From an optimization exercise on the open Yosys and OpenROAD flow, aimed at small area, a short achievable clock period and few clock cycles; shortcuts taken in it are not production practice. In this exercise RTL edits were held to simulation tests only and were not proved equivalent to the original. Power figures rest on the tool's default switching activity, not on a simulated workload.

## lane 1
Design tag_store_top, start of the top module:
module tag_store_top (
  input  logic                   clk_i,
  input  logic                   rst_i,
  input  logic [(1 + 4 + $clog2(16) + 8 + 1)-1:0]   req_i,
  input  logic                   valid_i,
  output logic                   ready_o,
  input  logic [4-1:0]    lock_i,
  output logic [(4 + 2 + 8)-1:0]   res_o,
  output logic                   valid_o,
  input  logic                   ready_i
);
export LEC_CHECK = 0
export ABC_CLOCK_PERIOD_IN_PS = 2500
export CAP_MARGIN = 20
export CORE_MARGIN = 2
export CORE_UTILIZATION = 40
export CTS_BUF_LIST = sky130_fd_sc_hd__clkbuf_16
export CTS_CLUSTER_DIAMETER = 80
export CTS_CLUSTER_SIZE = 30
export SETUP_SLACK_MARGIN = 4.65
export SLEW_MARGIN = 20
create_clock -name core_clock -period 7.0 [get_ports {clk_i}]
run.sh (not shown) runs the stock make flow with config.mk's settings and CLKGATE_MAP_FILE= SYNTH_SCRIPT=/design/flow/synth_recipe.tcl, a recipe that flattens the netlist after the stock synthesis.
Testbench counts of lane 1, summed over its fixed seeds: cycles 12,024.
diff inputs: lane 1 => lane 2
-- flow/config.mk --
<<< lane 1, line 11
export CORE_UTILIZATION = 40
export CTS_BUF_LIST = sky130_fd_sc_hd__clkbuf_16
export CTS_CLUSTER_DIAMETER = 80
export CTS_CLUSTER_SIZE = 30
export SETUP_SLACK_MARGIN = 4.65
export SLEW_MARGIN = 20
>>> lane 2, line 11
export CORE_UTILIZATION = 40
export CTS_BUF_LIST = sky130_fd_sc_hd__clkbuf_8 sky130_fd_sc_hd__clkbuf_16
export CTS_CLUSTER_DIAMETER = 80
export CTS_CLUSTER_SIZE = 25
export PLACE_DENSITY = 0.7
export SETUP_SLACK_MARGIN = 4.5
export SLEW_MARGIN = 20
[summary]
Lane 2 -> lane 1: basic-gate share of the synthesized area counting and, or, nand and nor cells delta 0, exact match. Area occupied by multi-input gates was lower in the run labelled lane 2. The maximum fanout along the worst path reported for lane 2 is smaller than that of lane 1 by 2. In lane 2, layout cell share with drive strength beyond 1 is lower than in lane 1. Clock-buffer cell count for lane 2 is lower than for lane 1. The lower routing usage on met1 of lane 1 and lane 2 is in lane 2. Between lane 1 and lane 2, power after layout is lower for lane 2, lane 1 comes in above that. Routed wire in lane 2 totals less than in lane 1.


Another version of the RTL of tag_store_top (not shown whole).
For scale: roughly 900 flip-flops, ~42 I/O pins, about 0.033 mm² of cells after synthesis.
export LEC_CHECK = 0
export ABC_CLOCK_PERIOD_IN_PS = 2500
export CAP_MARGIN = 20
export CORE_MARGIN = 2
export CORE_UTILIZATION = 40
export CTS_BUF_LIST = sky130_fd_sc_hd__clkbuf_16
export CTS_CLUSTER_DIAMETER = 80
export CTS_CLUSTER_SIZE = 30
export SETUP_SLACK_MARGIN = 4.5
export SLEW_MARGIN = 20
create_clock -name core_clock -period 7.0 [get_ports {clk_i}]
Testbench counts at the start, summed over its fixed seeds: cycles 12,024.
Edit:
Settings changed: SETUP_SLACK_MARGIN 4.5 to 4.3.
- sequential power hardly moves
- via count fell by 1.5%
- hold slack is better by 9.0 ps
- sequential share of layout area is higher by 2.5 points
- critical path depth does not change
- wire length goes down by 1.8%
Edit:
Settings changed: SETUP_SLACK_MARGIN 4.3 to 4.55, TNS_END_PERCENT from default to 50.
After rerunning: Cell count is higher by a few percent. Register-to-register slack gains 110 ps. Sequential share of layout area is lower by 3.4 points. Routed wire length is higher by a few percent. Total power is higher by a few percent. Final area is higher by a few percent. Clock skew is higher by 3.2 ps. Global-route usage hardly moves. Non-clock buffer count is higher by 74. Fmax is higher slightly.


Setup of main:
The RTL this note starts from:
==> flow/design.v <==
`timescale 1ns/1ps
module tag_store_top (
  input  logic                   clk_i,
  input  logic                   rst_i,
  input  logic [(1 + 4 + $clog2(16) + 8 + 1)-1:0]   req_i,
  input  logic                   valid_i,
  output logic                   ready_o,
  input  logic [4-1:0]    lock_i,
  output logic [(4 + 2 + 8)-1:0]   res_o,
  output logic                   valid_o,
  input  logic                   ready_i
);
  localparam int QD = 4;    
  function automatic logic [3:0] victim_oh(input logic [3:0] elig,
                                           input logic [3:0] valid,
                                           input logic [1:0] ptr);
    logic [3:0] free, rot, r0, r1, r2, r3;
    free = elig & ~valid;
    r0 = elig[0] ? 4'b0001 : elig[1] ? 4'b0010 : elig[2] ? 4'b0100 : elig[3] ? 4'b1000 : 4'b0000;
    r1 = elig[1] ? 4'b0010 : elig[2] ? 4'b0100 : elig[3] ? 4'b1000 : elig[0] ? 4'b0001 : 4'b0000;
    r2 = elig[2] ? 4'b0100 : elig[3] ? 4'b1000 : elig[0] ? 4'b0001 : elig[1] ? 4'b0010 : 4'b0000;
    r3 = elig[3] ? 4'b1000 : elig[0] ? 4'b0001 : elig[1] ? 4'b0010 : elig[2] ? 4'b0100 : 4'b0000;
    case (ptr)
      2'd0:    rot = r0;
      2'd1:    rot = r1;
      2'd2:    rot = r2;
      default: rot = r3;
    endcase
    if (free[0])      victim_oh = 4'b0001;
    else if (free[1]) victim_oh = 4'b0010;
    else if (free[2]) victim_oh = 4'b0100;
    else if (free[3]) victim_oh = 4'b1000;
    else              victim_oh = rot;
  endfunction
  logic       rdy_q;
  logic [2:0] cnt_q;
  logic       accept;
  logic       pop;
  logic [2:0] cnt_next;
  assign accept   = valid_i & rdy_q;
  assign pop      = valid_o & ready_i;
  assign cnt_next = cnt_q + {2'b0, accept} - {2'b0, pop};
  always_ff @(posedge clk_i) begin
    if (rst_i) begin
      cnt_q <= '0;
      rdy_q <= 1'b1;
    end else begin
      cnt_q <= cnt_next;
      rdy_q <= cnt_next < 3'(QD);
    end
  end
  assign ready_o = rdy_q;
  logic        a_v;
  logic [17:0] a_req;
  logic [3:0]  a_lock;
  logic [15:0] a_sel;
  always_ff @(posedge clk_i) begin
    if (rst_i) a_v <= 1'b0;
    else       a_v <= accept;
    a_req  <= req_i;
    a_lock <= lock_i;
    for (int s = 0; s < 16; s++) a_sel[s] <= (req_i[12:9] == 4'(s));
  end
  logic [3:0] a_ind, a_idx, a_elig;
  logic [7:0] a_tag;
  assign a_ind  = a_req[16:13];
  assign a_idx  = a_req[12:9];
  assign a_tag  = a_req[8:1];
  assign a_elig = a_ind & ~a_lock;
  logic [3:0]  m_valid [16];
  logic [3:0]  m_dirty [16];
  logic [1:0]  m_ptr   [16];
  logic [7:0]  m_tag   [16][4];
  logic [3:0]  rd_valid, rd_dirty;
  logic [7:0]  rd_tag [4];
  logic [1:0]  rd_ptr;
  always_comb begin
    rd_valid = '0;
    rd_dirty = '0;
    rd_ptr   = '0;
    for (int w = 0; w < 4; w++) rd_tag[w] = '0;
    for (int s = 0; s < 16; s++) begin
      rd_valid = rd_valid | ({4{a_sel[s]}} & m_valid[s]);
      rd_dirty = rd_dirty | ({4{a_sel[s]}} & m_dirty[s]);
      rd_ptr   = rd_ptr   | ({2{a_sel[s]}} & m_ptr[s]);
      for (int w = 0; w < 4; w++) rd_tag[w] = rd_tag[w] | ({8{a_sel[s]}} & m_tag[s][w]);
    end
  end
  logic        b_v, b_flush, b_dirty, b_same, b_found;
  logic [3:0]  b_ind, b_idx;
  logic [7:0]  b_tag;
  logic [3:0]  b_hit0, b_vic0;
  logic        b_eqprev;
  logic [3:0]  hit0_n;
  logic [3:0]  b_vick [4];
  logic [3:0]  b_valid0, b_dirtyv;
  logic [1:0]  b_ptr;
  logic [7:0]  b_tags [4];
  logic        same_n, eq_prev;
  logic [3:0]  v0;
  assign same_n  = b_v && (b_idx == a_idx);
  assign eq_prev = (b_tag == a_tag);
  assign v0      = rd_valid & ~((same_n && b_flush) ? b_ind : 4'b0);
  always_comb begin
    for (int w = 0; w < 4; w++) begin
      hit0_n[w] = a_ind[w] & v0[w] & (rd_tag[w] == a_tag);
    end
  end
  always_ff @(posedge clk_i) begin
    if (rst_i) b_v <= 1'b0;
    else       b_v <= a_v;
    b_flush  <= a_req[17];
    b_ind    <= a_ind;
    b_idx    <= a_idx;
    b_tag    <= a_tag;
    b_dirty  <= a_req[0];
    b_same   <= same_n;
    b_found  <= |a_elig;
    b_hit0   <= hit0_n;
    b_eqprev <= eq_prev;
    for (int k = 0; k < 4; k++) b_tags[k] <= rd_tag[k];
    b_vic0   <= victim_oh(a_elig, v0, rd_ptr);
    for (int k = 0; k < 4; k++)
      b_vick[k] <= victim_oh(a_elig, rd_valid | (4'b0001 << k), 2'(k + 1));
    b_valid0 <= v0;
    b_dirtyv <= rd_dirty;
    b_ptr    <= rd_ptr;
  end
  logic [3:0]  w_valid, w_dirty, w_mod;
  logic [1:0]  w_ptr;
  logic [7:0]  w_tag;
  logic [3:0]  ms, hit, vic_oh, c_valid, c_dirty;
  logic [1:0]  c_ptr, vic;
  logic [7:0]  c_tag [4];
  logic        any_hit, hit_dirty;
  always_comb begin
    for (int w = 0; w < 4; w++) begin
      ms[w]    = b_same & w_mod[w];
      hit[w]   = ms[w] ? (b_ind[w] & b_eqprev) : b_hit0[w];
      c_tag[w] = ms[w] ? w_tag : b_tags[w];
    end
    any_hit = |hit;
    vic_oh  = b_vic0;
    if (|ms) begin
      vic_oh = '0;
      for (int k = 0; k < 4; k++) vic_oh = vic_oh | ({4{w_mod[k]}} & b_vick[k]);
    end
    c_valid = b_same ? w_valid : b_valid0;
    c_dirty = b_same ? w_dirty : b_dirtyv;
    c_ptr   = b_same ? w_ptr   : b_ptr;
    hit_dirty = (hit[0] & c_dirty[0]) |
                (~hit[0] & hit[1] & c_dirty[1]) |
                (~hit[0] & ~hit[1] & hit[2] & c_dirty[2]) |
                (~hit[0] & ~hit[1] & ~hit[2] & c_dirty[3]);
  end
  assign vic = {vic_oh[3] | vic_oh[2], vic_oh[3] | vic_oh[1]};
  logic        lookup, refill, dirty_upd;
  logic [3:0]  refill_oh, n_valid, n_dirty, sel_oh, ev_oh;
  logic [1:0]  n_ptr;
  logic [13:0] c_res;
  logic [7:0]  etag;
  assign lookup    = ~b_flush;
  assign refill    = lookup & ~any_hit & b_found;
  assign refill_oh = {4{refill}} & vic_oh;
  assign dirty_upd = lookup & any_hit & b_dirty & ~hit_dirty;
  always_comb begin
    if (b_flush)     n_valid = c_valid & ~b_ind;
    else             n_valid = c_valid | refill_oh;
    if (dirty_upd)   n_dirty = c_dirty | hit;
    else if (refill) n_dirty = (c_dirty & ~vic_oh) | (vic_oh & {4{b_dirty}});
    else             n_dirty = c_dirty;
    n_ptr = refill ? vic + 2'd1 : c_ptr;
  end
  logic [3:0]  fsoh;
  assign fsoh   = {b_ind[3] & ~|b_ind[2:0], b_ind[2] & ~|b_ind[1:0], b_ind[1] & ~b_ind[0], ~|b_ind[3:1] | b_ind[0]};
  assign sel_oh = b_flush ? fsoh : vic_oh;
  assign ev_oh  = sel_oh & c_valid;
  always_comb begin
    etag = '0;
    for (int w = 0; w < 4; w++) etag = etag | ({8{ev_oh[w]}} & c_tag[w]);
    c_res = '0;
    if (lookup && any_hit) begin
      c_res[13:10] = hit;
      c_res[9]     = 1'b1;
    end else if (b_flush || b_found) begin
      c_res[13:10] = b_flush ? b_ind : vic_oh;
      c_res[8]     = |(ev_oh & c_dirty);
      c_res[7:0]   = etag;
    end
  end
  always_ff @(posedge clk_i) begin
    w_valid <= n_valid;
    w_dirty <= n_dirty;
    w_ptr   <= n_ptr;
    w_mod   <= refill_oh;
    w_tag   <= b_tag;
  end
  always_ff @(posedge clk_i) begin
    for (int s = 0; s < 16; s++) begin
      if (rst_i || (b_v && (b_idx == 4'(s)))) begin
        m_valid[s] <= n_valid & {4{~rst_i}};
        m_ptr[s]   <= n_ptr & {2{~rst_i}};
      end
      if (b_v && (b_idx == 4'(s))) begin
        m_dirty[s] <= n_dirty;
        for (int w = 0; w < 4; w++)
          if (refill_oh[w]) m_tag[s][w] <= b_tag;
      end
    end
  end
  logic [13:0] q [QD];
  logic [2:0]  qn_q;
  logic        vo_q;
  logic [2:0]  qn_next;
  assign qn_next = qn_q + {2'b0, b_v} - {2'b0, pop};
  always_ff @(posedge clk_i) begin
    if (rst_i) begin
      qn_q <= '0;
      vo_q <= 1'b0;
    end else begin
      qn_q <= qn_next;
      vo_q <= qn_next != 3'd0;
    end
    for (int i = 0; i < QD; i++) begin
      if (rst_i && (i == 0)) begin
        q[i] <= '0;
      end else if (pop) begin
        if (b_v && (qn_q == 3'(i + 1))) q[i] <= c_res;
        else if (i < QD - 1)            q[i] <= q[(i + 1) % QD];
      end else if (b_v && (qn_q == 3'(i))) begin
        q[i] <= c_res;
      end
    end
  end
  assign valid_o = vo_q;
  assign res_o   = q[0];
endmodule
==> flow/config.mk <==
export PLATFORM = sky130hd
export DESIGN_NAME = tag_store_top
export DESIGN_NICKNAME = tag_store_top
export VERILOG_FILES = /design/flow/design.v
export SDC_FILE = /design/flow/constraint.sdc
export NUM_CORES = 4
export LEC_CHECK = 0
export ABC_CLOCK_PERIOD_IN_PS = 2500
export CAP_MARGIN = 20
export CORE_MARGIN = 2
export CORE_UTILIZATION = 40
export CTS_BUF_LIST = sky130_fd_sc_hd__clkbuf_16
export CTS_CLUSTER_DIAMETER = 80
export CTS_CLUSTER_SIZE = 30
export SETUP_SLACK_MARGIN = 4.4
export SLEW_MARGIN = 20
==> flow/constraint.sdc <==
create_clock -name core_clock -period 7.0 [get_ports {clk_i}]
set_input_delay 1.4000 -clock core_clock [delete_from_list [all_inputs] [get_ports {clk_i}]]
set_output_delay 1.4000 -clock core_clock [all_outputs]
set_load 0.01 [all_outputs]
Testbench counts of main, summed over its fixed seeds: cycles 12,024.
The following lists how the feature branch was set up differently from main:
Settings: putting PLACE_DENSITY at 0.75 where nothing was set; swapping 4.4 for 4.5 in SETUP_SLACK_MARGIN; swapping 30 for 25 in CTS_CLUSTER_SIZE.
Findings:
- ~same clock insertion delay at the later pin of the skew report in main and the feature branch
- The feature branch against main: average detailed-routed wire length per instance now smaller, power comparable, fmax now larger, number of instances in the placed design comparable, hold slack now smaller.
- main → the feature branch: utilization after layout +0.79 points; initial DRC count +about 20%; critical path data arrival time moved down.

==> re-timing with driven ports <==
How much do the figures lean on ideal ports? The routed layouts below were timed once more, with nothing changed but the port constraints. Step 1, drivers: a clkbuf_16 drives clk_i and a buf_2 each remaining input, both assumed. Step 2 also shifts input and output timing later by t, the mid clock arrival at the registers, as if the neighbouring blocks saw the same clock. Slacks: ideal ports / drivers / drivers and shift; pairs: ideal ports / drivers.
run | t, ns | setup WS [ns] | worst setup path at the end
lane 1 | 0.688 | 4.404 / 4.404 / 3.948 | input to register
lane 2 | 0.677 | 4.474 / 4.454 / 3.882 | input to register
the first run of note 2 | 0.673 | 4.384 / 4.317 / 3.882 | input to register
the second run of note 2 | 0.666 | 4.347 / 4.278 / 3.768 | input to register
the third run of note 2 | 0.671 | 4.398 / 4.332 / 3.883 | input to register
main | 0.677 | 4.305 / 4.305 / 3.853 | input to register
the feature branch | 0.658 | 4.426 / 4.426 / 3.895 | input to register
After both steps setup and hold are still met in every run listed. The setup slack of lane 2, which loses most, moves by -0.020 ns with the drivers and by -0.592 ns with both steps.
